Context: an optimization exercise on an open-source flow, tuned for small area, a short achievable clock period and few clock cycles per item. The choices shown serve that exercise and are no tape-out recipe.
Only simulation tests tie the RTL to the original design; equivalence was not proved.

--- flow/config.mk ---
export PLATFORM = sky130hd
export DESIGN_NAME = lms_two_input_neuron_trainer
export DESIGN_NICKNAME = lms_two_input_neuron_trainer
export VERILOG_FILES = /design/flow/design.v
export SDC_FILE = /design/flow/constraint.sdc
export NUM_CORES = 4
export LEC_CHECK = 0
export ABC_AREA = 1
export CAP_MARGIN = 5
export CORE_MARGIN = 2
export CORE_UTILIZATION = 50
export SETUP_SLACK_MARGIN = 0.4
export SLEW_MARGIN = 5
--- flow/constraint.sdc ---
create_clock -name core_clock -period 7.5 [get_ports {clk}]
set_input_delay 1.5000 -clock core_clock [delete_from_list [all_inputs] [get_ports {clk}]]
set_output_delay 1.5000 -clock core_clock [all_outputs]
set_load 0.01 [all_outputs]
--- flow/design.v ---
package lmsnt_pkg;
  localparam int DATA_WIDTH   = 16;   
  localparam int WEIGHT_WIDTH = 24;   
  localparam int RATE_WIDTH   = 16;   
  localparam int DATA_FRAC    = 8;
  localparam int WEIGHT_FRAC  = 16;
  localparam int RATE_FRAC    = 16;
  localparam int G_WIDTH     = RATE_WIDTH + DATA_WIDTH + 2;
  localparam int MCAND_WIDTH = (G_WIDTH > WEIGHT_WIDTH) ? G_WIDTH : WEIGHT_WIDTH;
  localparam int PROD_WIDTH  = MCAND_WIDTH + DATA_WIDTH;
  localparam int ACC_WIDTH   = PROD_WIDTH + 2;
  localparam int UPD_WIDTH   = PROD_WIDTH + 1;
  localparam int WSH = RATE_FRAC + DATA_FRAC + DATA_FRAC - WEIGHT_FRAC;
  localparam int BSH = RATE_FRAC + DATA_FRAC - WEIGHT_FRAC;
  localparam int CFG_INDEX_WIDTH = 2;
  localparam int CFG_DATA_WIDTH  = WEIGHT_WIDTH;
  localparam logic [CFG_INDEX_WIDTH-1:0] REG_LEARN_RATE = 2'd0;
  localparam logic [CFG_INDEX_WIDTH-1:0] REG_INIT_W1    = 2'd1;
  localparam logic [CFG_INDEX_WIDTH-1:0] REG_INIT_W2    = 2'd2;
  localparam logic [CFG_INDEX_WIDTH-1:0] REG_INIT_BIAS  = 2'd3;
  localparam logic [RATE_WIDTH-1:0] RATE_RESET = 16'd16384;   
  localparam logic [1:0] OP_PREDICT = 2'd0;
  localparam logic [1:0] OP_TRAIN   = 2'd1;
  localparam logic [1:0] OP_RELOAD  = 2'd2;
  localparam logic signed [ACC_WIDTH-1:0] DATA_HI =
    {{(ACC_WIDTH-DATA_WIDTH+1){1'b0}}, {(DATA_WIDTH-1){1'b1}}};
  localparam logic signed [ACC_WIDTH-1:0] DATA_LO =
    {{(ACC_WIDTH-DATA_WIDTH+1){1'b1}}, {(DATA_WIDTH-1){1'b0}}};
  localparam logic signed [UPD_WIDTH-1:0] WGT_HI =
    {{(UPD_WIDTH-WEIGHT_WIDTH+1){1'b0}}, {(WEIGHT_WIDTH-1){1'b1}}};
  localparam logic signed [UPD_WIDTH-1:0] WGT_LO =
    {{(UPD_WIDTH-WEIGHT_WIDTH+1){1'b1}}, {(WEIGHT_WIDTH-1){1'b0}}};
  typedef struct packed {
    logic [1:0]                   op;
    logic signed [DATA_WIDTH-1:0] first_input;
    logic signed [DATA_WIDTH-1:0] second_input;
    logic signed [DATA_WIDTH-1:0] target_value;
  } sample_t;
  typedef struct packed {
    logic signed [DATA_WIDTH-1:0]   prediction;
    logic signed [DATA_WIDTH-1:0]   error_value;
    logic signed [WEIGHT_WIDTH-1:0] weight_one_now;
    logic signed [WEIGHT_WIDTH-1:0] weight_two_now;
    logic signed [WEIGHT_WIDTH-1:0] bias_now;
    logic                           saturated_flag;
  } result_t;
  typedef struct packed {
    logic busy;
    logic done;
  } mul_stat_t;
  typedef enum logic [3:0] {
    ST_IDLE,
    ST_MUL_W1,
    ST_MUL_W2,
    ST_ROUND,
    ST_ERROR,
    ST_MUL_G,
    ST_MUL_D1,
    ST_UPD_W1,
    ST_MUL_D2,
    ST_UPD_W2,
    ST_RND_B,
    ST_UPD_B,
    ST_EMIT
  } state_t;
  typedef struct packed {
    logic signed [DATA_WIDTH-1:0] value;
    logic                         clipped;
  } data_clip_t;
  typedef struct packed {
    logic signed [WEIGHT_WIDTH-1:0] value;
    logic                           clipped;
  } weight_clip_t;
endpackage
module lmsnt_serial_mul (
  input  logic [7:0] one,
  input  logic [7:0] two,
  input  logic [7:0] ng,
  input  logic [31:0] m,
  input  logic [40:0] a,
  output logic [47:0] s,
  output logic [47:0] c
);
  logic [32:0] pp0;
  logic [32:0] pp1;
  logic [32:0] pp2;
  logic [32:0] pp3;
  logic [32:0] pp4;
  logic [32:0] pp5;
  logic [32:0] pp6;
  logic [32:0] pp7;
  logic [33:0] mx;
  assign mx = {m[31], m, 1'b0};
  assign pp0 = ({33{one[0]}} & mx[33:1] | {33{two[0]}} & mx[32:0]) ^ {33{ng[0]}};
  assign pp1 = ({33{one[1]}} & mx[33:1] | {33{two[1]}} & mx[32:0]) ^ {33{ng[1]}};
  assign pp2 = ({33{one[2]}} & mx[33:1] | {33{two[2]}} & mx[32:0]) ^ {33{ng[2]}};
  assign pp3 = ({33{one[3]}} & mx[33:1] | {33{two[3]}} & mx[32:0]) ^ {33{ng[3]}};
  assign pp4 = ({33{one[4]}} & mx[33:1] | {33{two[4]}} & mx[32:0]) ^ {33{ng[4]}};
  assign pp5 = ({33{one[5]}} & mx[33:1] | {33{two[5]}} & mx[32:0]) ^ {33{ng[5]}};
  assign pp6 = ({33{one[6]}} & mx[33:1] | {33{two[6]}} & mx[32:0]) ^ {33{ng[6]}};
  assign pp7 = ({33{one[7]}} & mx[33:1] | {33{two[7]}} & mx[32:0]) ^ {33{ng[7]}};
  logic t1, t2, t3, t4, t5, t6, t7, t8, t9, t10, t11, t12, t13, t14, t15, t16, t17, t18, t19, t20, t21, t22, t23, t24, t25, t26, t27, t28, t29, t30, t31, t32, t33, t34, t35, t36, t37, t38, t39, t40, t41, t42, t43, t44, t45, t46, t47, t48, t49, t50, t51, t52, t53, t54, t55, t56, t57, t58, t59, t60, t61, t62, t63, t64, t65, t66, t67, t68, t69, t70, t71, t72, t73, t74, t75, t76, t77, t78, t79, t80, t81, t82, t83, t84, t85, t86, t87, t88, t89, t90, t91, t92, t93, t94, t95, t96, t97, t98, t99, t100, t101, t102, t103, t104, t105, t106, t107, t108, t109, t110, t111, t112, t113, t114, t115, t116, t117, t118, t119, t120, t121, t122, t123, t124, t125, t126, t127, t128, t129, t130, t131, t132, t133, t134, t135, t136, t137, t138, t139, t140, t141, t142, t143, t144, t145, t146, t147, t148, t149, t150, t151, t152, t153, t154, t155, t156, t157, t158, t159, t160, t161, t162, t163, t164, t165, t166, t167, t168, t169, t170, t171, t172, t173, t174, t175, t176, t177, t178, t179, t180, t181, t182, t183, t184, t185, t186, t187, t188, t189, t190, t191, t192, t193, t194, t195, t196, t197, t198, t199, t200, t201, t202, t203, t204, t205, t206, t207, t208, t209, t210, t211, t212, t213, t214, t215, t216, t217, t218, t219, t220, t221, t222, t223, t224, t225, t226, t227, t228, t229, t230, t231, t232, t233, t234, t235, t236, t237, t238, t239, t240, t241, t242, t243, t244, t245, t246, t247, t248, t249, t250, t251, t252, t253, t254, t255, t256, t257, t258, t259, t260, t261, t262, t263, t264, t265, t266, t267, t268, t269, t270, t271, t272, t273, t274, t275, t276, t277, t278, t279, t280, t281, t282, t283, t284, t285, t286, t287, t288, t289, t290, t291, t292, t293, t294, t295, t296, t297, t298, t299, t300, t301, t302, t303, t304, t305, t306, t307, t308, t309, t310, t311, t312, t313, t314, t315, t316, t317, t318, t319, t320, t321, t322, t323, t324, t325, t326, t327, t328, t329, t330, t331, t332, t333, t334, t335, t336, t337, t338, t339, t340, t341, t342, t343, t344, t345, t346, t347, t348, t349, t350, t351, t352, t353, t354, t355, t356, t357, t358, t359, t360, t361, t362, t363, t364, t365, t366, t367, t368, t369, t370, t371, t372, t373, t374, t375, t376, t377, t378, t379, t380, t381, t382, t383, t384, t385, t386, t387, t388, t389, t390, t391, t392, t393, t394, t395, t396, t397, t398, t399, t400, t401, t402, t403, t404, t405, t406, t407, t408, t409, t410, t411, t412, t413, t414, t415, t416, t417, t418, t419, t420, t421, t422, t423, t424, t425, t426, t427, t428, t429, t430, t431, t432, t433, t434, t435, t436, t437, t438, t439, t440, t441, t442, t443, t444, t445, t446, t447, t448, t449, t450, t451, t452, t453, t454, t455, t456, t457, t458, t459, t460, t461, t462, t463, t464, t465, t466, t467, t468, t469, t470, t471, t472, t473, t474, t475, t476, t477, t478, t479, t480, t481, t482, t483, t484, t485, t486, t487, t488, t489, t490, t491, t492;
  assign t1 = a[8] ^ ng[4];
  assign t2 = a[8] & ng[4];
  assign t3 = a[9] ^ pp0[9];
  assign t4 = a[9] & pp0[9];
  assign t5 = a[10] ^ ng[5] ^ pp0[10];
  assign t6 = (a[10] & ng[5]) | (a[10] & pp0[10]) | (ng[5] & pp0[10]);
  assign t7 = pp1[8] ^ pp2[6];
  assign t8 = pp1[8] & pp2[6];
  assign t9 = a[11] ^ pp0[11] ^ pp1[9];
  assign t10 = (a[11] & pp0[11]) | (a[11] & pp1[9]) | (pp0[11] & pp1[9]);
  assign t11 = pp2[7] ^ pp3[5];
  assign t12 = pp2[7] & pp3[5];
  assign t13 = a[12] ^ ng[6] ^ pp0[12];
  assign t14 = (a[12] & ng[6]) | (a[12] & pp0[12]) | (ng[6] & pp0[12]);
  assign t15 = pp1[10] ^ pp2[8] ^ pp3[6];
  assign t16 = (pp1[10] & pp2[8]) | (pp1[10] & pp3[6]) | (pp2[8] & pp3[6]);
  assign t17 = pp4[4] ^ pp5[2];
  assign t18 = pp4[4] & pp5[2];
  assign t19 = a[13] ^ pp0[13] ^ pp1[11];
  assign t20 = (a[13] & pp0[13]) | (a[13] & pp1[11]) | (pp0[13] & pp1[11]);
  assign t21 = pp2[9] ^ pp3[7] ^ pp4[5];
  assign t22 = (pp2[9] & pp3[7]) | (pp2[9] & pp4[5]) | (pp3[7] & pp4[5]);
  assign t23 = pp5[3] ^ pp6[1];
  assign t24 = pp5[3] & pp6[1];
  assign t25 = a[14] ^ pp0[14] ^ pp1[12];
  assign t26 = (a[14] & pp0[14]) | (a[14] & pp1[12]) | (pp0[14] & pp1[12]);
  assign t27 = pp2[10] ^ pp3[8] ^ pp4[6];
  assign t28 = (pp2[10] & pp3[8]) | (pp2[10] & pp4[6]) | (pp3[8] & pp4[6]);
  assign t29 = pp5[4] ^ pp6[2] ^ pp7[0];
  assign t30 = (pp5[4] & pp6[2]) | (pp5[4] & pp7[0]) | (pp6[2] & pp7[0]);
  assign t31 = a[15] ^ pp0[15] ^ pp1[13];
  assign t32 = (a[15] & pp0[15]) | (a[15] & pp1[13]) | (pp0[15] & pp1[13]);
  assign t33 = pp2[11] ^ pp3[9] ^ pp4[7];
  assign t34 = (pp2[11] & pp3[9]) | (pp2[11] & pp4[7]) | (pp3[9] & pp4[7]);
  assign t35 = pp5[5] ^ pp6[3] ^ pp7[1];
  assign t36 = (pp5[5] & pp6[3]) | (pp5[5] & pp7[1]) | (pp6[3] & pp7[1]);
  assign t37 = a[16] ^ pp0[16] ^ pp1[14];
  assign t38 = (a[16] & pp0[16]) | (a[16] & pp1[14]) | (pp0[16] & pp1[14]);
  assign t39 = pp2[12] ^ pp3[10] ^ pp4[8];
  assign t40 = (pp2[12] & pp3[10]) | (pp2[12] & pp4[8]) | (pp3[10] & pp4[8]);
  assign t41 = pp5[6] ^ pp6[4] ^ pp7[2];
  assign t42 = (pp5[6] & pp6[4]) | (pp5[6] & pp7[2]) | (pp6[4] & pp7[2]);
  assign t43 = a[17] ^ pp0[17] ^ pp1[15];
  assign t44 = (a[17] & pp0[17]) | (a[17] & pp1[15]) | (pp0[17] & pp1[15]);
  assign t45 = pp2[13] ^ pp3[11] ^ pp4[9];
  assign t46 = (pp2[13] & pp3[11]) | (pp2[13] & pp4[9]) | (pp3[11] & pp4[9]);
  assign t47 = pp5[7] ^ pp6[5] ^ pp7[3];
  assign t48 = (pp5[7] & pp6[5]) | (pp5[7] & pp7[3]) | (pp6[5] & pp7[3]);
  assign t49 = a[18] ^ pp0[18] ^ pp1[16];
  assign t50 = (a[18] & pp0[18]) | (a[18] & pp1[16]) | (pp0[18] & pp1[16]);
  assign t51 = pp2[14] ^ pp3[12] ^ pp4[10];
  assign t52 = (pp2[14] & pp3[12]) | (pp2[14] & pp4[10]) | (pp3[12] & pp4[10]);
  assign t53 = pp5[8] ^ pp6[6] ^ pp7[4];
  assign t54 = (pp5[8] & pp6[6]) | (pp5[8] & pp7[4]) | (pp6[6] & pp7[4]);
  assign t55 = a[19] ^ pp0[19] ^ pp1[17];
  assign t56 = (a[19] & pp0[19]) | (a[19] & pp1[17]) | (pp0[19] & pp1[17]);
  assign t57 = pp2[15] ^ pp3[13] ^ pp4[11];
  assign t58 = (pp2[15] & pp3[13]) | (pp2[15] & pp4[11]) | (pp3[13] & pp4[11]);
  assign t59 = pp5[9] ^ pp6[7] ^ pp7[5];
  assign t60 = (pp5[9] & pp6[7]) | (pp5[9] & pp7[5]) | (pp6[7] & pp7[5]);
  assign t61 = a[20] ^ pp0[20] ^ pp1[18];
  assign t62 = (a[20] & pp0[20]) | (a[20] & pp1[18]) | (pp0[20] & pp1[18]);
  assign t63 = pp2[16] ^ pp3[14] ^ pp4[12];
  assign t64 = (pp2[16] & pp3[14]) | (pp2[16] & pp4[12]) | (pp3[14] & pp4[12]);
  assign t65 = pp5[10] ^ pp6[8] ^ pp7[6];
  assign t66 = (pp5[10] & pp6[8]) | (pp5[10] & pp7[6]) | (pp6[8] & pp7[6]);
  assign t67 = a[21] ^ pp0[21] ^ pp1[19];
  assign t68 = (a[21] & pp0[21]) | (a[21] & pp1[19]) | (pp0[21] & pp1[19]);
  assign t69 = pp2[17] ^ pp3[15] ^ pp4[13];
  assign t70 = (pp2[17] & pp3[15]) | (pp2[17] & pp4[13]) | (pp3[15] & pp4[13]);
  assign t71 = pp5[11] ^ pp6[9] ^ pp7[7];
  assign t72 = (pp5[11] & pp6[9]) | (pp5[11] & pp7[7]) | (pp6[9] & pp7[7]);
  assign t73 = a[22] ^ pp0[22] ^ pp1[20];
  assign t74 = (a[22] & pp0[22]) | (a[22] & pp1[20]) | (pp0[22] & pp1[20]);
  assign t75 = pp2[18] ^ pp3[16] ^ pp4[14];
  assign t76 = (pp2[18] & pp3[16]) | (pp2[18] & pp4[14]) | (pp3[16] & pp4[14]);
  assign t77 = pp5[12] ^ pp6[10] ^ pp7[8];
  assign t78 = (pp5[12] & pp6[10]) | (pp5[12] & pp7[8]) | (pp6[10] & pp7[8]);
  assign t79 = a[23] ^ pp0[23] ^ pp1[21];
  assign t80 = (a[23] & pp0[23]) | (a[23] & pp1[21]) | (pp0[23] & pp1[21]);
  assign t81 = pp2[19] ^ pp3[17] ^ pp4[15];
  assign t82 = (pp2[19] & pp3[17]) | (pp2[19] & pp4[15]) | (pp3[17] & pp4[15]);
  assign t83 = pp5[13] ^ pp6[11] ^ pp7[9];
  assign t84 = (pp5[13] & pp6[11]) | (pp5[13] & pp7[9]) | (pp6[11] & pp7[9]);
  assign t85 = a[24] ^ pp0[24] ^ pp1[22];
  assign t86 = (a[24] & pp0[24]) | (a[24] & pp1[22]) | (pp0[24] & pp1[22]);
  assign t87 = pp2[20] ^ pp3[18] ^ pp4[16];
  assign t88 = (pp2[20] & pp3[18]) | (pp2[20] & pp4[16]) | (pp3[18] & pp4[16]);
  assign t89 = pp5[14] ^ pp6[12] ^ pp7[10];
  assign t90 = (pp5[14] & pp6[12]) | (pp5[14] & pp7[10]) | (pp6[12] & pp7[10]);
  assign t91 = a[25] ^ pp0[25] ^ pp1[23];
  assign t92 = (a[25] & pp0[25]) | (a[25] & pp1[23]) | (pp0[25] & pp1[23]);
  assign t93 = pp2[21] ^ pp3[19] ^ pp4[17];
  assign t94 = (pp2[21] & pp3[19]) | (pp2[21] & pp4[17]) | (pp3[19] & pp4[17]);
  assign t95 = pp5[15] ^ pp6[13] ^ pp7[11];
  assign t96 = (pp5[15] & pp6[13]) | (pp5[15] & pp7[11]) | (pp6[13] & pp7[11]);
  assign t97 = a[26] ^ pp0[26] ^ pp1[24];
  assign t98 = (a[26] & pp0[26]) | (a[26] & pp1[24]) | (pp0[26] & pp1[24]);
  assign t99 = pp2[22] ^ pp3[20] ^ pp4[18];
  assign t100 = (pp2[22] & pp3[20]) | (pp2[22] & pp4[18]) | (pp3[20] & pp4[18]);
  assign t101 = pp5[16] ^ pp6[14] ^ pp7[12];
  assign t102 = (pp5[16] & pp6[14]) | (pp5[16] & pp7[12]) | (pp6[14] & pp7[12]);
  assign t103 = a[27] ^ pp0[27] ^ pp1[25];
  assign t104 = (a[27] & pp0[27]) | (a[27] & pp1[25]) | (pp0[27] & pp1[25]);
  assign t105 = pp2[23] ^ pp3[21] ^ pp4[19];
  assign t106 = (pp2[23] & pp3[21]) | (pp2[23] & pp4[19]) | (pp3[21] & pp4[19]);
  assign t107 = pp5[17] ^ pp6[15] ^ pp7[13];
  assign t108 = (pp5[17] & pp6[15]) | (pp5[17] & pp7[13]) | (pp6[15] & pp7[13]);
  assign t109 = a[28] ^ pp0[28] ^ pp1[26];
  assign t110 = (a[28] & pp0[28]) | (a[28] & pp1[26]) | (pp0[28] & pp1[26]);
  assign t111 = pp2[24] ^ pp3[22] ^ pp4[20];
  assign t112 = (pp2[24] & pp3[22]) | (pp2[24] & pp4[20]) | (pp3[22] & pp4[20]);
  assign t113 = pp5[18] ^ pp6[16] ^ pp7[14];
  assign t114 = (pp5[18] & pp6[16]) | (pp5[18] & pp7[14]) | (pp6[16] & pp7[14]);
  assign t115 = a[29] ^ pp0[29] ^ pp1[27];
  assign t116 = (a[29] & pp0[29]) | (a[29] & pp1[27]) | (pp0[29] & pp1[27]);
  assign t117 = pp2[25] ^ pp3[23] ^ pp4[21];
  assign t118 = (pp2[25] & pp3[23]) | (pp2[25] & pp4[21]) | (pp3[23] & pp4[21]);
  assign t119 = pp5[19] ^ pp6[17] ^ pp7[15];
  assign t120 = (pp5[19] & pp6[17]) | (pp5[19] & pp7[15]) | (pp6[17] & pp7[15]);
  assign t121 = a[30] ^ pp0[30] ^ pp1[28];
  assign t122 = (a[30] & pp0[30]) | (a[30] & pp1[28]) | (pp0[30] & pp1[28]);
  assign t123 = pp2[26] ^ pp3[24] ^ pp4[22];
  assign t124 = (pp2[26] & pp3[24]) | (pp2[26] & pp4[22]) | (pp3[24] & pp4[22]);
  assign t125 = pp5[20] ^ pp6[18] ^ pp7[16];
  assign t126 = (pp5[20] & pp6[18]) | (pp5[20] & pp7[16]) | (pp6[18] & pp7[16]);
  assign t127 = a[31] ^ pp0[31] ^ pp1[29];
  assign t128 = (a[31] & pp0[31]) | (a[31] & pp1[29]) | (pp0[31] & pp1[29]);
  assign t129 = pp2[27] ^ pp3[25] ^ pp4[23];
  assign t130 = (pp2[27] & pp3[25]) | (pp2[27] & pp4[23]) | (pp3[25] & pp4[23]);
  assign t131 = pp5[21] ^ pp6[19] ^ pp7[17];
  assign t132 = (pp5[21] & pp6[19]) | (pp5[21] & pp7[17]) | (pp6[19] & pp7[17]);
  assign t133 = a[32] ^ pp0[32] ^ pp1[30];
  assign t134 = (a[32] & pp0[32]) | (a[32] & pp1[30]) | (pp0[32] & pp1[30]);
  assign t135 = pp2[28] ^ pp3[26] ^ pp4[24];
  assign t136 = (pp2[28] & pp3[26]) | (pp2[28] & pp4[24]) | (pp3[26] & pp4[24]);
  assign t137 = pp5[22] ^ pp6[20] ^ pp7[18];
  assign t138 = (pp5[22] & pp6[20]) | (pp5[22] & pp7[18]) | (pp6[20] & pp7[18]);
  assign t139 = a[33] ^ pp0[32] ^ pp1[31];
  assign t140 = (a[33] & pp0[32]) | (a[33] & pp1[31]) | (pp0[32] & pp1[31]);
  assign t141 = pp2[29] ^ pp3[27] ^ pp4[25];
  assign t142 = (pp2[29] & pp3[27]) | (pp2[29] & pp4[25]) | (pp3[27] & pp4[25]);
  assign t143 = pp5[23] ^ pp6[21] ^ pp7[19];
  assign t144 = (pp5[23] & pp6[21]) | (pp5[23] & pp7[19]) | (pp6[21] & pp7[19]);
  assign t145 = a[34] ^ pp2[30] ^ pp3[28];
  assign t146 = (a[34] & pp2[30]) | (a[34] & pp3[28]) | (pp2[30] & pp3[28]);
  assign t147 = pp4[26] ^ pp5[24] ^ pp6[22];
  assign t148 = (pp4[26] & pp5[24]) | (pp4[26] & pp6[22]) | (pp5[24] & pp6[22]);
  assign t149 = pp7[20] ^ ~pp0[32] ^ ~pp1[32];
  assign t150 = (pp7[20] & ~pp0[32]) | (pp7[20] & ~pp1[32]) | (~pp0[32] & ~pp1[32]);
  assign t151 = 1'b1 ^ a[35] ^ pp2[31];
  assign t152 = (1'b1 & a[35]) | (1'b1 & pp2[31]) | (a[35] & pp2[31]);
  assign t153 = pp3[29] ^ pp4[27] ^ pp5[25];
  assign t154 = (pp3[29] & pp4[27]) | (pp3[29] & pp5[25]) | (pp4[27] & pp5[25]);
  assign t155 = pp6[23] ^ pp7[21];
  assign t156 = pp6[23] & pp7[21];
  assign t157 = a[36] ^ pp3[30] ^ pp4[28];
  assign t158 = (a[36] & pp3[30]) | (a[36] & pp4[28]) | (pp3[30] & pp4[28]);
  assign t159 = pp5[26] ^ pp6[24] ^ pp7[22];
  assign t160 = (pp5[26] & pp6[24]) | (pp5[26] & pp7[22]) | (pp6[24] & pp7[22]);
  assign t161 = 1'b1 ^ a[37] ^ pp3[31];
  assign t162 = (1'b1 & a[37]) | (1'b1 & pp3[31]) | (a[37] & pp3[31]);
  assign t163 = pp4[29] ^ pp5[27];
  assign t164 = pp4[29] & pp5[27];
  assign t165 = a[38] ^ pp4[30] ^ pp5[28];
  assign t166 = (a[38] & pp4[30]) | (a[38] & pp5[28]) | (pp4[30] & pp5[28]);
  assign t167 = 1'b1 ^ a[39];
  assign t168 = 1'b1 & a[39];
  assign t169 = 1'b1 ^ ~a[40];
  assign t170 = 1'b1 & ~a[40];
  assign t171 = a[4] ^ ng[2];
  assign t172 = a[4] & ng[2];
  assign t173 = a[5] ^ pp0[5];
  assign t174 = a[5] & pp0[5];
  assign t175 = a[6] ^ ng[3] ^ pp0[6];
  assign t176 = (a[6] & ng[3]) | (a[6] & pp0[6]) | (ng[3] & pp0[6]);
  assign t177 = pp1[4] ^ pp2[2];
  assign t178 = pp1[4] & pp2[2];
  assign t179 = a[7] ^ pp0[7] ^ pp1[5];
  assign t180 = (a[7] & pp0[7]) | (a[7] & pp1[5]) | (pp0[7] & pp1[5]);
  assign t181 = pp2[3] ^ pp3[1];
  assign t182 = pp2[3] & pp3[1];
  assign t183 = t1 ^ pp0[8] ^ pp1[6];
  assign t184 = (t1 & pp0[8]) | (t1 & pp1[6]) | (pp0[8] & pp1[6]);
  assign t185 = pp2[4] ^ pp3[2] ^ pp4[0];
  assign t186 = (pp2[4] & pp3[2]) | (pp2[4] & pp4[0]) | (pp3[2] & pp4[0]);
  assign t187 = t2 ^ pp1[7] ^ pp2[5];
  assign t188 = (t2 & pp1[7]) | (t2 & pp2[5]) | (pp1[7] & pp2[5]);
  assign t189 = pp3[3] ^ pp4[1] ^ t3;
  assign t190 = (pp3[3] & pp4[1]) | (pp3[3] & t3) | (pp4[1] & t3);
  assign t191 = pp3[4] ^ pp4[2] ^ pp5[0];
  assign t192 = (pp3[4] & pp4[2]) | (pp3[4] & pp5[0]) | (pp4[2] & pp5[0]);
  assign t193 = t4 ^ t7 ^ t5;
  assign t194 = (t4 & t7) | (t4 & t5) | (t7 & t5);
  assign t195 = pp4[3] ^ pp5[1] ^ t8;
  assign t196 = (pp4[3] & pp5[1]) | (pp4[3] & t8) | (pp5[1] & t8);
  assign t197 = t11 ^ t6 ^ t9;
  assign t198 = (t11 & t6) | (t11 & t9) | (t6 & t9);
  assign t199 = pp6[0] ^ t12 ^ t17;
  assign t200 = (pp6[0] & t12) | (pp6[0] & t17) | (t12 & t17);
  assign t201 = t10 ^ t13 ^ t15;
  assign t202 = (t10 & t13) | (t10 & t15) | (t13 & t15);
  assign t203 = t18 ^ t23 ^ t14;
  assign t204 = (t18 & t23) | (t18 & t14) | (t23 & t14);
  assign t205 = t16 ^ t19 ^ t21;
  assign t206 = (t16 & t19) | (t16 & t21) | (t19 & t21);
  assign t207 = t24 ^ t20 ^ t22;
  assign t208 = (t24 & t20) | (t24 & t22) | (t20 & t22);
  assign t209 = t25 ^ t27 ^ t29;
  assign t210 = (t25 & t27) | (t25 & t29) | (t27 & t29);
  assign t211 = t26 ^ t28 ^ t30;
  assign t212 = (t26 & t28) | (t26 & t30) | (t28 & t30);
  assign t213 = t31 ^ t33 ^ t35;
  assign t214 = (t31 & t33) | (t31 & t35) | (t33 & t35);
  assign t215 = t32 ^ t34 ^ t36;
  assign t216 = (t32 & t34) | (t32 & t36) | (t34 & t36);
  assign t217 = t37 ^ t39 ^ t41;
  assign t218 = (t37 & t39) | (t37 & t41) | (t39 & t41);
  assign t219 = t38 ^ t40 ^ t42;
  assign t220 = (t38 & t40) | (t38 & t42) | (t40 & t42);
  assign t221 = t43 ^ t45 ^ t47;
  assign t222 = (t43 & t45) | (t43 & t47) | (t45 & t47);
  assign t223 = t44 ^ t46 ^ t48;
  assign t224 = (t44 & t46) | (t44 & t48) | (t46 & t48);
  assign t225 = t49 ^ t51 ^ t53;
  assign t226 = (t49 & t51) | (t49 & t53) | (t51 & t53);
  assign t227 = t50 ^ t52 ^ t54;
  assign t228 = (t50 & t52) | (t50 & t54) | (t52 & t54);
  assign t229 = t55 ^ t57 ^ t59;
  assign t230 = (t55 & t57) | (t55 & t59) | (t57 & t59);
  assign t231 = t56 ^ t58 ^ t60;
  assign t232 = (t56 & t58) | (t56 & t60) | (t58 & t60);
  assign t233 = t61 ^ t63 ^ t65;
  assign t234 = (t61 & t63) | (t61 & t65) | (t63 & t65);
  assign t235 = t62 ^ t64 ^ t66;
  assign t236 = (t62 & t64) | (t62 & t66) | (t64 & t66);
  assign t237 = t67 ^ t69 ^ t71;
  assign t238 = (t67 & t69) | (t67 & t71) | (t69 & t71);
  assign t239 = t68 ^ t70 ^ t72;
  assign t240 = (t68 & t70) | (t68 & t72) | (t70 & t72);
  assign t241 = t73 ^ t75 ^ t77;
  assign t242 = (t73 & t75) | (t73 & t77) | (t75 & t77);
  assign t243 = t74 ^ t76 ^ t78;
  assign t244 = (t74 & t76) | (t74 & t78) | (t76 & t78);
  assign t245 = t79 ^ t81 ^ t83;
  assign t246 = (t79 & t81) | (t79 & t83) | (t81 & t83);
  assign t247 = t80 ^ t82 ^ t84;
  assign t248 = (t80 & t82) | (t80 & t84) | (t82 & t84);
  assign t249 = t85 ^ t87 ^ t89;
  assign t250 = (t85 & t87) | (t85 & t89) | (t87 & t89);
  assign t251 = t86 ^ t88 ^ t90;
  assign t252 = (t86 & t88) | (t86 & t90) | (t88 & t90);
  assign t253 = t91 ^ t93 ^ t95;
  assign t254 = (t91 & t93) | (t91 & t95) | (t93 & t95);
  assign t255 = t92 ^ t94 ^ t96;
  assign t256 = (t92 & t94) | (t92 & t96) | (t94 & t96);
  assign t257 = t101 ^ t97 ^ t99;
  assign t258 = (t101 & t97) | (t101 & t99) | (t97 & t99);
  assign t259 = t100 ^ t102 ^ t98;
  assign t260 = (t100 & t102) | (t100 & t98) | (t102 & t98);
  assign t261 = t103 ^ t105 ^ t107;
  assign t262 = (t103 & t105) | (t103 & t107) | (t105 & t107);
  assign t263 = t104 ^ t106 ^ t108;
  assign t264 = (t104 & t106) | (t104 & t108) | (t106 & t108);
  assign t265 = t109 ^ t111 ^ t113;
  assign t266 = (t109 & t111) | (t109 & t113) | (t111 & t113);
  assign t267 = t110 ^ t112 ^ t114;
  assign t268 = (t110 & t112) | (t110 & t114) | (t112 & t114);
  assign t269 = t115 ^ t117 ^ t119;
  assign t270 = (t115 & t117) | (t115 & t119) | (t117 & t119);
  assign t271 = t116 ^ t118 ^ t120;
  assign t272 = (t116 & t118) | (t116 & t120) | (t118 & t120);
  assign t273 = t121 ^ t123 ^ t125;
  assign t274 = (t121 & t123) | (t121 & t125) | (t123 & t125);
  assign t275 = t122 ^ t124 ^ t126;
  assign t276 = (t122 & t124) | (t122 & t126) | (t124 & t126);
  assign t277 = t127 ^ t129 ^ t131;
  assign t278 = (t127 & t129) | (t127 & t131) | (t129 & t131);
  assign t279 = t128 ^ t130 ^ t132;
  assign t280 = (t128 & t130) | (t128 & t132) | (t130 & t132);
  assign t281 = t133 ^ t135 ^ t137;
  assign t282 = (t133 & t135) | (t133 & t137) | (t135 & t137);
  assign t283 = t134 ^ t136 ^ t138;
  assign t284 = (t134 & t136) | (t134 & t138) | (t136 & t138);
  assign t285 = t139 ^ t141 ^ t143;
  assign t286 = (t139 & t141) | (t139 & t143) | (t141 & t143);
  assign t287 = t140 ^ t142 ^ t144;
  assign t288 = (t140 & t142) | (t140 & t144) | (t142 & t144);
  assign t289 = t145 ^ t147 ^ t149;
  assign t290 = (t145 & t147) | (t145 & t149) | (t147 & t149);
  assign t291 = t155 ^ t146 ^ t148;
  assign t292 = (t155 & t146) | (t155 & t148) | (t146 & t148);
  assign t293 = t150 ^ t151 ^ t153;
  assign t294 = (t150 & t151) | (t150 & t153) | (t151 & t153);
  assign t295 = ~pp2[32] ^ t156 ^ t152;
  assign t296 = (~pp2[32] & t156) | (~pp2[32] & t152) | (t156 & t152);
  assign t297 = t154 ^ t157 ^ t159;
  assign t298 = (t154 & t157) | (t154 & t159) | (t157 & t159);
  assign t299 = pp6[25] ^ pp7[23] ^ t163;
  assign t300 = (pp6[25] & pp7[23]) | (pp6[25] & t163) | (pp7[23] & t163);
  assign t301 = t158 ^ t160 ^ t161;
  assign t302 = (t158 & t160) | (t158 & t161) | (t160 & t161);
  assign t303 = pp6[26] ^ pp7[24] ^ ~pp3[32];
  assign t304 = (pp6[26] & pp7[24]) | (pp6[26] & ~pp3[32]) | (pp7[24] & ~pp3[32]);
  assign t305 = t164 ^ t162 ^ t165;
  assign t306 = (t164 & t162) | (t164 & t165) | (t162 & t165);
  assign t307 = t167 ^ pp4[31] ^ pp5[29];
  assign t308 = (t167 & pp4[31]) | (t167 & pp5[29]) | (pp4[31] & pp5[29]);
  assign t309 = pp6[27] ^ pp7[25] ^ t166;
  assign t310 = (pp6[27] & pp7[25]) | (pp6[27] & t166) | (pp7[25] & t166);
  assign t311 = t168 ^ t169 ^ pp5[30];
  assign t312 = (t168 & t169) | (t168 & pp5[30]) | (t169 & pp5[30]);
  assign t313 = pp6[28] ^ pp7[26] ^ ~pp4[32];
  assign t314 = (pp6[28] & pp7[26]) | (pp6[28] & ~pp4[32]) | (pp7[26] & ~pp4[32]);
  assign t315 = t170 ^ pp5[31] ^ pp6[29];
  assign t316 = (t170 & pp5[31]) | (t170 & pp6[29]) | (pp5[31] & pp6[29]);
  assign t317 = a[2] ^ ng[1];
  assign t318 = a[2] & ng[1];
  assign t319 = a[3] ^ pp0[3];
  assign t320 = a[3] & pp0[3];
  assign t321 = t171 ^ pp0[4] ^ pp1[2];
  assign t322 = (t171 & pp0[4]) | (t171 & pp1[2]) | (pp0[4] & pp1[2]);
  assign t323 = t172 ^ pp1[3] ^ pp2[1];
  assign t324 = (t172 & pp1[3]) | (t172 & pp2[1]) | (pp1[3] & pp2[1]);
  assign t325 = pp3[0] ^ t174 ^ t177;
  assign t326 = (pp3[0] & t174) | (pp3[0] & t177) | (t174 & t177);
  assign t327 = t178 ^ t181 ^ t176;
  assign t328 = (t178 & t181) | (t178 & t176) | (t181 & t176);
  assign t329 = t182 ^ t180 ^ t183;
  assign t330 = (t182 & t180) | (t182 & t183) | (t180 & t183);
  assign t331 = t184 ^ t186 ^ t187;
  assign t332 = (t184 & t186) | (t184 & t187) | (t186 & t187);
  assign t333 = t188 ^ t191 ^ t190;
  assign t334 = (t188 & t191) | (t188 & t190) | (t191 & t190);
  assign t335 = t192 ^ t195 ^ t194;
  assign t336 = (t192 & t195) | (t192 & t194) | (t195 & t194);
  assign t337 = t196 ^ t199 ^ t198;
  assign t338 = (t196 & t199) | (t196 & t198) | (t199 & t198);
  assign t339 = t200 ^ t202 ^ t203;
  assign t340 = (t200 & t202) | (t200 & t203) | (t202 & t203);
  assign t341 = t204 ^ t206 ^ t207;
  assign t342 = (t204 & t206) | (t204 & t207) | (t206 & t207);
  assign t343 = t208 ^ t210 ^ t211;
  assign t344 = (t208 & t210) | (t208 & t211) | (t210 & t211);
  assign t345 = t212 ^ t214 ^ t215;
  assign t346 = (t212 & t214) | (t212 & t215) | (t214 & t215);
  assign t347 = t216 ^ t218 ^ t219;
  assign t348 = (t216 & t218) | (t216 & t219) | (t218 & t219);
  assign t349 = t220 ^ t222 ^ t223;
  assign t350 = (t220 & t222) | (t220 & t223) | (t222 & t223);
  assign t351 = t224 ^ t226 ^ t227;
  assign t352 = (t224 & t226) | (t224 & t227) | (t226 & t227);
  assign t353 = t228 ^ t230 ^ t231;
  assign t354 = (t228 & t230) | (t228 & t231) | (t230 & t231);
  assign t355 = t232 ^ t234 ^ t235;
  assign t356 = (t232 & t234) | (t232 & t235) | (t234 & t235);
  assign t357 = t236 ^ t238 ^ t239;
  assign t358 = (t236 & t238) | (t236 & t239) | (t238 & t239);
  assign t359 = t240 ^ t242 ^ t243;
  assign t360 = (t240 & t242) | (t240 & t243) | (t242 & t243);
  assign t361 = t244 ^ t246 ^ t247;
  assign t362 = (t244 & t246) | (t244 & t247) | (t246 & t247);
  assign t363 = t248 ^ t250 ^ t251;
  assign t364 = (t248 & t250) | (t248 & t251) | (t250 & t251);
  assign t365 = t252 ^ t254 ^ t255;
  assign t366 = (t252 & t254) | (t252 & t255) | (t254 & t255);
  assign t367 = t256 ^ t258 ^ t259;
  assign t368 = (t256 & t258) | (t256 & t259) | (t258 & t259);
  assign t369 = t260 ^ t262 ^ t263;
  assign t370 = (t260 & t262) | (t260 & t263) | (t262 & t263);
  assign t371 = t264 ^ t266 ^ t267;
  assign t372 = (t264 & t266) | (t264 & t267) | (t266 & t267);
  assign t373 = t268 ^ t270 ^ t271;
  assign t374 = (t268 & t270) | (t268 & t271) | (t270 & t271);
  assign t375 = t272 ^ t274 ^ t275;
  assign t376 = (t272 & t274) | (t272 & t275) | (t274 & t275);
  assign t377 = t276 ^ t278 ^ t279;
  assign t378 = (t276 & t278) | (t276 & t279) | (t278 & t279);
  assign t379 = t280 ^ t282 ^ t283;
  assign t380 = (t280 & t282) | (t280 & t283) | (t282 & t283);
  assign t381 = t284 ^ t286 ^ t287;
  assign t382 = (t284 & t286) | (t284 & t287) | (t286 & t287);
  assign t383 = t288 ^ t290 ^ t291;
  assign t384 = (t288 & t290) | (t288 & t291) | (t290 & t291);
  assign t385 = t292 ^ t294 ^ t295;
  assign t386 = (t292 & t294) | (t292 & t295) | (t294 & t295);
  assign t387 = t299 ^ t296 ^ t298;
  assign t388 = (t299 & t296) | (t299 & t298) | (t296 & t298);
  assign t389 = t303 ^ t300 ^ t302;
  assign t390 = (t303 & t300) | (t303 & t302) | (t300 & t302);
  assign t391 = t304 ^ t307 ^ t306;
  assign t392 = (t304 & t307) | (t304 & t306) | (t307 & t306);
  assign t393 = t308 ^ t311 ^ t313;
  assign t394 = (t308 & t311) | (t308 & t313) | (t311 & t313);
  assign t395 = pp7[27] ^ t312 ^ t314;
  assign t396 = (pp7[27] & t312) | (pp7[27] & t314) | (t312 & t314);
  assign t397 = pp6[30] ^ pp7[28] ^ ~pp5[32];
  assign t398 = (pp6[30] & pp7[28]) | (pp6[30] & ~pp5[32]) | (pp7[28] & ~pp5[32]);
  assign t399 = 1'b1 ^ pp6[31];
  assign t400 = 1'b1 & pp6[31];
  assign t401 = a[0] ^ ng[0];
  assign t402 = a[0] & ng[0];
  assign t403 = a[1] ^ pp0[1];
  assign t404 = a[1] & pp0[1];
  assign t405 = t317 ^ pp0[2] ^ pp1[0];
  assign t406 = (t317 & pp0[2]) | (t317 & pp1[0]) | (pp0[2] & pp1[0]);
  assign t407 = t318 ^ pp1[1] ^ t319;
  assign t408 = (t318 & pp1[1]) | (t318 & t319) | (pp1[1] & t319);
  assign t409 = pp2[0] ^ t320 ^ t321;
  assign t410 = (pp2[0] & t320) | (pp2[0] & t321) | (t320 & t321);
  assign t411 = t173 ^ t322 ^ t323;
  assign t412 = (t173 & t322) | (t173 & t323) | (t322 & t323);
  assign t413 = t324 ^ t175 ^ t325;
  assign t414 = (t324 & t175) | (t324 & t325) | (t175 & t325);
  assign t415 = t179 ^ t326 ^ t327;
  assign t416 = (t179 & t326) | (t179 & t327) | (t326 & t327);
  assign t417 = t185 ^ t328 ^ t329;
  assign t418 = (t185 & t328) | (t185 & t329) | (t328 & t329);
  assign t419 = t189 ^ t330 ^ t331;
  assign t420 = (t189 & t330) | (t189 & t331) | (t330 & t331);
  assign t421 = t332 ^ t193 ^ t333;
  assign t422 = (t332 & t193) | (t332 & t333) | (t193 & t333);
  assign t423 = t197 ^ t334 ^ t335;
  assign t424 = (t197 & t334) | (t197 & t335) | (t334 & t335);
  assign t425 = t201 ^ t336 ^ t337;
  assign t426 = (t201 & t336) | (t201 & t337) | (t336 & t337);
  assign t427 = t205 ^ t338 ^ t339;
  assign t428 = (t205 & t338) | (t205 & t339) | (t338 & t339);
  assign t429 = t209 ^ t340 ^ t341;
  assign t430 = (t209 & t340) | (t209 & t341) | (t340 & t341);
  assign t431 = t213 ^ t342 ^ t343;
  assign t432 = (t213 & t342) | (t213 & t343) | (t342 & t343);
  assign t433 = t217 ^ t344 ^ t345;
  assign t434 = (t217 & t344) | (t217 & t345) | (t344 & t345);
  assign t435 = t221 ^ t346 ^ t347;
  assign t436 = (t221 & t346) | (t221 & t347) | (t346 & t347);
  assign t437 = t225 ^ t348 ^ t349;
  assign t438 = (t225 & t348) | (t225 & t349) | (t348 & t349);
  assign t439 = t229 ^ t350 ^ t351;
  assign t440 = (t229 & t350) | (t229 & t351) | (t350 & t351);
  assign t441 = t233 ^ t352 ^ t353;
  assign t442 = (t233 & t352) | (t233 & t353) | (t352 & t353);
  assign t443 = t237 ^ t354 ^ t355;
  assign t444 = (t237 & t354) | (t237 & t355) | (t354 & t355);
  assign t445 = t241 ^ t356 ^ t357;
  assign t446 = (t241 & t356) | (t241 & t357) | (t356 & t357);
  assign t447 = t245 ^ t358 ^ t359;
  assign t448 = (t245 & t358) | (t245 & t359) | (t358 & t359);
  assign t449 = t249 ^ t360 ^ t361;
  assign t450 = (t249 & t360) | (t249 & t361) | (t360 & t361);
  assign t451 = t253 ^ t362 ^ t363;
  assign t452 = (t253 & t362) | (t253 & t363) | (t362 & t363);
  assign t453 = t257 ^ t364 ^ t365;
  assign t454 = (t257 & t364) | (t257 & t365) | (t364 & t365);
  assign t455 = t261 ^ t366 ^ t367;
  assign t456 = (t261 & t366) | (t261 & t367) | (t366 & t367);
  assign t457 = t265 ^ t368 ^ t369;
  assign t458 = (t265 & t368) | (t265 & t369) | (t368 & t369);
  assign t459 = t269 ^ t370 ^ t371;
  assign t460 = (t269 & t370) | (t269 & t371) | (t370 & t371);
  assign t461 = t273 ^ t372 ^ t373;
  assign t462 = (t273 & t372) | (t273 & t373) | (t372 & t373);
  assign t463 = t277 ^ t374 ^ t375;
  assign t464 = (t277 & t374) | (t277 & t375) | (t374 & t375);
  assign t465 = t281 ^ t376 ^ t377;
  assign t466 = (t281 & t376) | (t281 & t377) | (t376 & t377);
  assign t467 = t285 ^ t378 ^ t379;
  assign t468 = (t285 & t378) | (t285 & t379) | (t378 & t379);
  assign t469 = t289 ^ t380 ^ t381;
  assign t470 = (t289 & t380) | (t289 & t381) | (t380 & t381);
  assign t471 = t293 ^ t382 ^ t383;
  assign t472 = (t293 & t382) | (t293 & t383) | (t382 & t383);
  assign t473 = t297 ^ t384 ^ t385;
  assign t474 = (t297 & t384) | (t297 & t385) | (t384 & t385);
  assign t475 = t301 ^ t386 ^ t387;
  assign t476 = (t301 & t386) | (t301 & t387) | (t386 & t387);
  assign t477 = t305 ^ t388 ^ t389;
  assign t478 = (t305 & t388) | (t305 & t389) | (t388 & t389);
  assign t479 = t309 ^ t390 ^ t391;
  assign t480 = (t309 & t390) | (t309 & t391) | (t390 & t391);
  assign t481 = t310 ^ t393 ^ t392;
  assign t482 = (t310 & t393) | (t310 & t392) | (t393 & t392);
  assign t483 = t315 ^ t394 ^ t395;
  assign t484 = (t315 & t394) | (t315 & t395) | (t394 & t395);
  assign t485 = t316 ^ t397 ^ t396;
  assign t486 = (t316 & t397) | (t316 & t396) | (t397 & t396);
  assign t487 = pp7[29] ^ t399 ^ t398;
  assign t488 = (pp7[29] & t399) | (pp7[29] & t398) | (t399 & t398);
  assign t489 = pp7[30] ^ ~pp6[32] ^ t400;
  assign t490 = (pp7[30] & ~pp6[32]) | (pp7[30] & t400) | (~pp6[32] & t400);
  assign t491 = 1'b1 ^ pp7[31];
  assign t492 = 1'b1 & pp7[31];
  assign s = {1'b1, ~pp7[32], t491, t489, t487, t484, t483, t481, t478, t476, t474, t472, t470, t468, t466, t464, t462, t460, t458, t456, t454, t452, t450, t448, t446, t444, t442, t440, t438, t436, t434, t432, t430, t428, t426, t424, t422, t420, t418, t416, t414, t412, t410, t408, t406, t404, t402, t401};
  assign c = {1'b0, t492, t490, t488, t486, t485, t482, t480, t479, t477, t475, t473, t471, t469, t467, t465, t463, t461, t459, t457, t455, t453, t451, t449, t447, t445, t443, t441, t439, t437, t435, t433, t431, t429, t427, t425, t423, t421, t419, t417, t415, t413, t411, t409, t407, t405, t403, pp0[0]};
endmodule
module lms_two_input_neuron_trainer
(
  input  logic         clk,
  input  logic         rst,
  input  logic         sample_valid,
  output logic         sample_ready,
  input  logic [49:0]  sample,
  output logic         result_valid,
  input  logic         result_ready,
  output logic [104:0] result,
  input  logic         cfg_write,
  input  logic [1:0]   cfg_index,
  input  logic [23:0]  cfg_data
);
  function automatic [23:0] benc(input logic [15:0] y);
    logic [16:0] yy;
    logic [7:0]  one, two, ng;
    yy = {y, 1'b0};
    for (int i = 0; i < 8; i++) begin
      one[i] = yy[2*i+1] ^ yy[2*i];
      two[i] = (yy[2*i+2] & ~yy[2*i+1] & ~yy[2*i]) | (~yy[2*i+2] & yy[2*i+1] & yy[2*i]);
      ng[i]  = yy[2*i+2];
    end
    benc = {ng, two, one};
  endfunction
  function automatic [16:0] clip16(input logic [25:0] v);
    if (!v[25] && (v[24:15] != 10'h000))      clip16 = {16'h7fff, 1'b1};
    else if (v[25] && (v[24:15] != 10'h3ff))  clip16 = {16'h8000, 1'b1};
    else                                      clip16 = {v[15:0], 1'b0};
  endfunction
  function automatic [24:0] clip24(input logic [32:0] v);
    if (!v[32] && (v[31:23] != 9'h000))       clip24 = {24'h7fffff, 1'b1};
    else if (v[32] && (v[31:23] != 9'h1ff))   clip24 = {24'h800000, 1'b1};
    else                                      clip24 = {v[23:0], 1'b0};
  endfunction
  logic [1:0]  op;
  assign op = sample[49:48];
  logic e, p1, p2, p3, p4, p5, r1;
  logic [15:0] rate;
  logic [23:0] init_w1, init_w2, init_b;
  logic [23:0] w1, w2, b;
  logic [15:0] x1, x2;
  logic [15:0] tgt;
  logic        trn_q;
  logic [23:0] code_r;
  logic [31:0] m_r;
  logic [40:0] a_r;
  logic [15:0] pred_q, err_q;
  logic        sat_q;
  logic slot_free;
  assign slot_free = !result_valid || result_ready;
  logic rfin, fin, take;
  assign rfin = r1 && slot_free;
  assign fin  = (p2 && !trn_q) || p5 || rfin;
  assign sample_ready = e || fin;
  assign take = sample_valid && sample_ready;
  logic [47:0] ps, pc, p;
  lmsnt_serial_mul u_mul (
    .one (code_r[7:0]),
    .two (code_r[15:8]),
    .ng  (code_r[23:16]),
    .m   (m_r),
    .a   (a_r),
    .s   (ps),
    .c   (pc)
  );
  logic        cl;
  logic [31:0] pl;
  logic [15:0] u0, u1, ph;
  assign {cl, pl} = {1'b0, ps[31:0]} + {1'b0, pc[31:0]};
  assign u0 = ps[47:32] + pc[47:32];
  assign u1 = ps[47:32] + pc[47:32] + 16'd1;
  assign ph = cl ? u1 : u0;
  assign p  = {ph, pl};
  logic inr_p, inr_w;
  assign inr_p = cl ? (pl[31] ? (&u1) : ~(|u1)) : (pl[31] ? (&u0) : ~(|u0));
  assign inr_w = cl ? ((&u1[15:6]) | ~(|u1[15:6])) : ((&u0[15:6]) | ~(|u0[15:6]));
  logic [25:0] tn, fs, fc;
  logic        dcl;
  logic [31:0] dl;
  logic [9:0]  dh0, dh1, dh;
  assign tn = ~{{10{tgt[15]}}, tgt};
  assign fs = ps[41:16] ^ pc[41:16] ^ tn;
  assign fc = (ps[41:16] & pc[41:16]) | (ps[41:16] & tn) | (pc[41:16] & tn);
  assign {dcl, dl} = {1'b0, fs[15:0], ps[15:0]} + {1'b0, fc[14:0], 1'b1, pc[15:0]};
  assign dh0 = fs[25:16] + fc[24:15];
  assign dh1 = fs[25:16] + fc[24:15] + 10'd1;
  assign dh  = dcl ? dh1 : dh0;
  logic inr_d;
  assign inr_d = dcl ? (dl[31] ? (&dh1) : ~(|dh1)) : (dl[31] ? (&dh0) : ~(|dh0));
  logic [16:0] pclip, dclip, epos, eneg, eclip;
  logic [17:0] ehi, elo;
  assign pclip = inr_p ? {pl[31:16], 1'b0} : (ph[15] ? {16'h8000, 1'b1} : {16'h7fff, 1'b1});
  assign dclip = inr_d ? {dl[31:16], 1'b0} : (dh[9]  ? {16'h8000, 1'b1} : {16'h7fff, 1'b1});
  assign ehi   = 18'sd32767 - {{2{tgt[15]}}, tgt};
  assign elo   = -18'sd32768 - {{2{tgt[15]}}, tgt};
  assign epos  = clip16({{8{ehi[17]}}, ehi});
  assign eneg  = clip16({{8{elo[17]}}, elo});
  always_comb begin
    if (!inr_p && !ph[15]) eclip = epos;
    else if (!inr_p)       eclip = eneg;
    else                   eclip = dclip;
  end
  logic [24:0] wclip, bclip;
  logic [33:0] bsum;
  assign wclip = inr_w ? {p[38:15], 1'b0} : (ph[15] ? {24'h800000, 1'b1} : {24'h7fffff, 1'b1});
  assign bsum  = {{3{b[23]}}, b, 7'h3f} - {{2{m_r[31]}}, m_r};
  assign bclip = clip24({{6{bsum[33]}}, bsum[33:7]});
  logic [23:0] w1_nx, b_nx;
  assign w1_nx = r1 ? init_w1 : w1;
  assign b_nx  = r1 ? init_b  : b;
  logic [24:0] b1;
  assign b1 = {b_nx[23], b_nx} + 25'd128 + {23'd0, sample[47]} * 25'd64 + {23'd0, sample[31]} * 25'd64;
  always_ff @(posedge clk) begin
    if (rst) begin
      e            <= 1'b1;
      p1           <= 1'b0;
      p2           <= 1'b0;
      p3           <= 1'b0;
      p4           <= 1'b0;
      p5           <= 1'b0;
      r1           <= 1'b0;
      result_valid <= 1'b0;
      rate         <= 16'd16384;
      init_w1      <= '0;
      init_w2      <= '0;
      init_b       <= '0;
      w1           <= '0;
      w2           <= '0;
      b            <= '0;
    end else begin
      e  <= (e || fin) && !sample_valid;
      p1 <= (p1 && !slot_free) || (take && op != 2'd2);
      r1 <= (r1 && !slot_free) || (take && op == 2'd2);
      p2 <= p1 && slot_free;
      p3 <= p2 && trn_q;
      p4 <= p3;
      p5 <= p4;
      if (fin)               result_valid <= 1'b1;
      else if (result_ready) result_valid <= 1'b0;
      if (cfg_write) begin
        case (cfg_index)
          2'd0: rate <= cfg_data[15:0];
          2'd1: init_w1 <= cfg_data;
          2'd2: init_w2 <= cfg_data;
          default: init_b <= cfg_data;
        endcase
      end
      if (rfin) begin
        w1 <= init_w1;
        w2 <= init_w2;
        b  <= init_b;
      end
      if (p4) begin
        w1 <= wclip[24:1];
        b  <= bclip[24:1];
      end
      if (p5) w2 <= wclip[24:1];
    end
  end
  logic [15:0] y_nx;
  logic        neg_nx;
  always_comb begin
    y_nx   = x2;
    neg_nx = 1'b0;
    if (take) begin
      y_nx = sample[47:32];
    end else if (p2) begin
      y_nx = {1'b0, rate[15:1]};
    end else if (p3) begin
      y_nx   = x1;
      neg_nx = 1'b1;
    end else if (p4) begin
      neg_nx = 1'b1;
    end
  end
  always_ff @(posedge clk) begin
    if (take || (p1 && slot_free) || p2 || p3 || p4) begin
      code_r <= benc(y_nx) ^ {{8{neg_nx}}, 16'h0000};
    end
    if (take) begin
      x1     <= sample[47:32];
      x2     <= sample[31:16];
      tgt    <= sample[15:0];
      trn_q  <= (op == 2'd1);
      m_r    <= {{8{w1_nx[23]}}, w1_nx};
      a_r    <= {{8{b1[24]}}, b1, 8'h00};
    end else if (p1 && slot_free) begin
      m_r    <= {{8{w2[23]}}, w2};
      a_r    <= p[40:0];
    end else if (p2) begin
      m_r    <= {{15{eclip[16]}}, eclip[16:1], 1'b0};
      a_r    <= rate[0] ? {{25{eclip[16]}}, eclip[16:1]} : '0;
    end else if (p3) begin
      m_r    <= p[31:0];
      a_r    <= {{2{w1[23]}}, w1, ~x1[15], 14'h3fff};
    end else if (p4) begin
      a_r    <= {{2{w2[23]}}, w2, ~x2[15], 14'h3fff};
    end
    if (rfin) begin
      pred_q <= '0;
      err_q  <= '0;
      sat_q  <= 1'b0;
    end
    if (p2) begin
      pred_q <= pclip[16:1];
      err_q  <= eclip[16:1];
      sat_q  <= pclip[0] | eclip[0];
    end
    if (p4) sat_q <= sat_q | wclip[0] | bclip[0];
    if (p5) sat_q <= sat_q | wclip[0];
  end
  assign result = {pred_q, err_q, w1, w2, b, sat_q};
endmodule
--- flow/run.sh ---
#!/bin/bash
# synth_recipe.tcl (not shown) runs the flow's synth.tcl, then flattens the netlist and writes it again
# the make line also repeats each setting of config.mk as NAME=value (left out here)
make -C /OpenROAD-flow-scripts/flow DESIGN_CONFIG=/design/flow/config.mk WORK_HOME=/design/flow/orfs CLKGATE_MAP_FILE= SYNTH_SCRIPT=/design/flow/synth_recipe.tcl finish
==> run notes <==
The flow ran to the end and the layout has no timing, DRC or antenna violations. The initial antenna violation count is 3, and the upper clock frequency limit is 145 MHz. Of the post-synthesis cell area, the part taken by muxes is 0.0890%. The global-route wire length before repair is 201000 um. TritonCTS built the clock tree. The final weighted congestion in routability-driven placement was 0.987.

The number of endpoints with negative hold slack in the final report was 0; the count of fill cells added during filler insertion was 6212. The number of register bits inferred by synthesis was 347. In the post-synthesis netlist, the cell with the most instances is sky130_fd_sc_hd__nand2_1. The tools report the startpoint class of the critical path as a flip-flop.

In the global route stage, overall resource usage came out at 38.5%. Summing all flip-flop and latch instances after layout gives 0.00866 mm^2. After synthesis, the largest family of logic cells by area is adder cells. Once placement finished, the instance area stood at 0.0378 mm^2. Summed over all layers, the routed wires come to 138000 um.

Setup repair after global routing could not meet its margin everywhere. The net count of the finished layout was 5166. The floorplan step defined a core boundary enclosing 0.0670 mm^2. Area growth from synthesis to layout: 20.1%. The origin of the worst setup path was code_r[5].

The y dimension of the die works out to 264 um. The ratio of cells with drive above 1 in the final layout is 13.6%, and the number of vias after detailed routing is 33100. The tools report the worst-case clock buffer depth as 3. The clock tree skew after final layout is 28.3 ps, and the share of synthesized cell area in full adder, half adder and majority cells is 19.7%.

The worst path required time is 7930 ps. Along the worst path, the maximum fanout reaches 6. The number of DRC markers after the initial detailed-route iteration is 3905, and the complex-gate fraction of the synthesized area is 17.9%. At the later pin of the worst-skew pair, clock insertion delay measures 600 ps.

After clock tree synthesis, the clock-pin slew on the worst setup and hold paths is 60 ps. The biggest area contributor in the post-synthesis netlist is sky130_fd_sc_hd__edfxtp_1. The initial utilization of the core area, before any placement, comes to 50.3%. The half-perimeter wire length of the detailed placement result is 108000 um, and the synthesized-area fraction occupied by and/or/nand/nor cells is 16.7%. The number of nets with antenna violations after detailed routing is 0, and the total iterations of the first detailed-routing run is 9.

The kind of cell with the highest combined delay along the critical path is adder cells. For the pin with the worst max-slew slack, the measured transition is 1040 ps. Class of the most critical hold timing path: reg -> reg. After synthesis, the largest area contributor takes up 15.2% of total cell area.

The run gives 30.4% as the worst slew margin relative to its limit. After synthesis the cells add up to 0.0337 mm^2. In the final layout, the multi-input gates occupy 0.0221 mm^2. Synthesis produced a netlist with a net count of 4882. The root buffer cell chosen for the clock tree is sky130_fd_sc_hd__clkbuf_16. The number of ports placed on the die boundary was 188; the data arrival time of the critical path was 7320 ps.

Entering global routing, the biggest net connects 86 pins. The count of endpoints failing setup in the final report is 0, and the depth of the CTS H-tree is 2. Dividing the detail-routed wire length by the instance count gives 24.5 um. The worst hold path begins at init_w2[20]. Yosys mapped a number of flops with a built-in enable equal to 171. The proportion of synthesized flip-flops having asynchronous set or reset was 0%; the number of warnings issued by yosys was 1. The die covers 0.0696 mm^2. The run gives 347 as the clock net sink count. The sequential cell area fraction in the yosys report is 25.7%, and the xor and xnor area share after synthesis is 9.14%.

In this run the critical register-to-register path is launched from code_r[5]. In this run the horizontal extent of the chip is 264 um. 0 antenna diodes ended up in the layout. On the critical path, the stage with the largest delay is an instance of sky130_fd_sc_hd__fa_1.

The total buffers and inverters traversed by the critical path was 9. Once layout is done, the placed cells without fillers occupy 0.0405 mm^2. For this design, the CTS-stage hold fixing added 0 buffers.

The logs give 31300 for the via count of the first global-routing pass and 0 for the number of max-cap violations. The number of buffers added by the clock tree synthesis step was 41. Kind of end point of the critical path: a flip-flop.

Of the available clock period, the critical path in the final layout requires 91.9%. The number of port buffers works out to 187. Yosys attributes the largest share of cell area to sky130_fd_sc_hd__edfxtp_1 (15%), sky130_fd_sc_hd__fa_1 (15%), sky130_fd_sc_hd__dfxtp_1 (10%), sky130_fd_sc_hd__nand2_1 (8.7%), sky130_fd_sc_hd__xor2_1 (8.0%). Using the TritonRoute via totals, the vias-per-cell ratio works out to 5.90. The tools report the final max-slew violation count as 0. By count the netlist is led by sky130_fd_sc_hd__nand2_1 (782), sky130_fd_sc_hd__inv_1 (655), sky130_fd_sc_hd__o21ai_0 (342). The worst path in the final design needs a cycle of 6890 ps, including I/O delays and setup. The critical path in this run is classified as reg -> reg. The site row count is 95. A synthesized cell averages 7.63 um^2. Primary flip-flop cell chosen by synthesis mapping: sky130_fd_sc_hd__dfxtp_1. Global routing finished with a remaining overflow of 0.

On the worst path, the slowest cell contributes a delay of 610 ps. Synthesis produced 4423 cells. In the routed design, unresolved DRC markers number 0. Yosys mapped the design onto 57 distinct sky130hd cell types.
## through the flow
stage / std cells / util, % / TNS, ps / setup slack (ps) / hold slack [ps]
after floorplan: 4423 / - / 0 / 752 / 429
after global placement: 5483 / 56.3 / 0 / 25.7 / 441
after detailed placement: 5483 / 56.3 / -26.8 / -18.1 / 445
after CTS: 5562 / 58.7 / 0 / 402 / 454
after global routing: 5613 / 60.4 / 0 / 271 / 466
final: 5613 / 60.4 / 0 / 610 / 455
## kinds of logic after synthesis
family,Yosys count
AO/OA/AOI/OAI,1062
XOR/XNOR,351
adder cells (fa/ha/maj),378
buffers and inverters,953
flip-flops,347
multiplexers,3
AND/OR/NAND/NOR,1329
## cells in the final DEF, fill, tap and decap left out, types with 14 or more instances in the layout
master and count:
sky130_fd_sc_hd__nor2_1 225, sky130_fd_sc_hd__nor2_2 14, sky130_fd_sc_hd__clkdlybuf4s50_1 186, sky130_fd_sc_hd__clkbuf_16 45, sky130_fd_sc_hd__nor3_1 32, sky130_fd_sc_hd__o22ai_1 260
sky130_fd_sc_hd__o21ai_0 338, sky130_fd_sc_hd__fa_1 232, sky130_fd_sc_hd__nand3_1 142, sky130_fd_sc_hd__buf_4 261, sky130_fd_sc_hd__fa_2 23, sky130_fd_sc_hd__edfxtp_1 171
sky130_fd_sc_hd__xor2_1 300, sky130_fd_sc_hd__nand2_1 752, sky130_fd_sc_hd__inv_1 624, sky130_fd_sc_hd__dfxtp_1 174, sky130_fd_sc_hd__xnor2_1 40, sky130_fd_sc_hd__nand2_2 50
sky130_fd_sc_hd__buf_6 18, sky130_fd_sc_hd__a21oi_1 267, sky130_fd_sc_hd__buf_12 19, sky130_fd_sc_hd__or2_2 14, sky130_fd_sc_hd__a31oi_1 31, sky130_fd_sc_hd__ha_1 116
sky130_fd_sc_hd__inv_2 44, sky130_fd_sc_hd__o21ai_1 36, sky130_fd_sc_hd__nand3_2 17, sky130_fd_sc_hd__nand4_1 38, sky130_fd_sc_hd__a221oi_1 17
## worst paths after layout
| kind | end | slack [ps] | depth (start not counted) |
|---|---|---|---|
| worst max-delay path | a_r[36] | 610 | 32 |
| worst min-delay path | init_w2[20] | 460 | 2 |
| worst max register to register | a_r[36] | 610 | 32 |
| worst min register to register | init_w2[20] | 460 | 2 |
## repair_timing
item	CTS	global route
gates resized for setup	42	207
gates cloned	0	3
endpoints found under the setup margin	92	150
setup buffers	3	48
pin swaps	4	61
## registers in the layout, summed over array words and instances, names as in the netlist, 24 cells and up
name and cells:
b 24, init_b 24, a_r 41, m_r 32, w1 24, code_r 24
init_w1 24, init_w2 24, w2 24
## cell type report
cell class | instances | area share (%)
Clock inverter | 19 | 0.642
Clock buffer | 57 | 2.88
Sequential cell | 347 | 21.4
Tap cell | 873 | 2.70
Inverter | 705 | 6.76
Timing Repair Buffer | 489 | 11.1
Multi-Input combinational cell | 3123 | 54.5
## tightest hold or removal path, cell delays in order (launching register included)
cell and delay, ps:
sky130_fd_sc_hd__dfxtp_1 300, sky130_fd_sc_hd__inv_1 60, sky130_fd_sc_hd__a21oi_1 50
## layer usage
metal / track usage, % / routed length, um / up-vias
li1: - / - / 15100
met1: 50.9 / 54800 / 16000
met2: 60.8 / 61800 / 1738
met3: 8.01 / 13700 / 318
met4: 18.0 / 7460 / 2
met5: 0 / 10 / -
Testbench counts, summed over its fixed seeds: cycles 13,626, items 3,200.

-- static timing again, ports no longer ideal --
In the flow no input, the clock included, has a driving cell. The finished layout below was timed again as built, in two steps.
Step 1, drivers: a clkbuf_16 drives clk and a buf_2 each remaining input, both assumed.
Step 2 moves the port delays by t, midway between the first and last clock arrival at a register: inputs arrive t later, outputs are due t later. That takes back most of the time a late clock gives input paths.
Slacks: ideal ports / drivers / drivers and shift; pairs: ideal ports / drivers.
shift t [ns]: 0.649
slack for setup (ns): 0.610 / 0.610 / 0.610
worst setup path after step 2: register to register
clock arrival spread, ns: 0.029 / 0.028
worst data-port slew with drivers (ns): 0.07
After both steps this run still meets setup and hold. For this run, drivers alone change the setup slack by 0.000 ns; drivers and shift together by 0.000 ns.
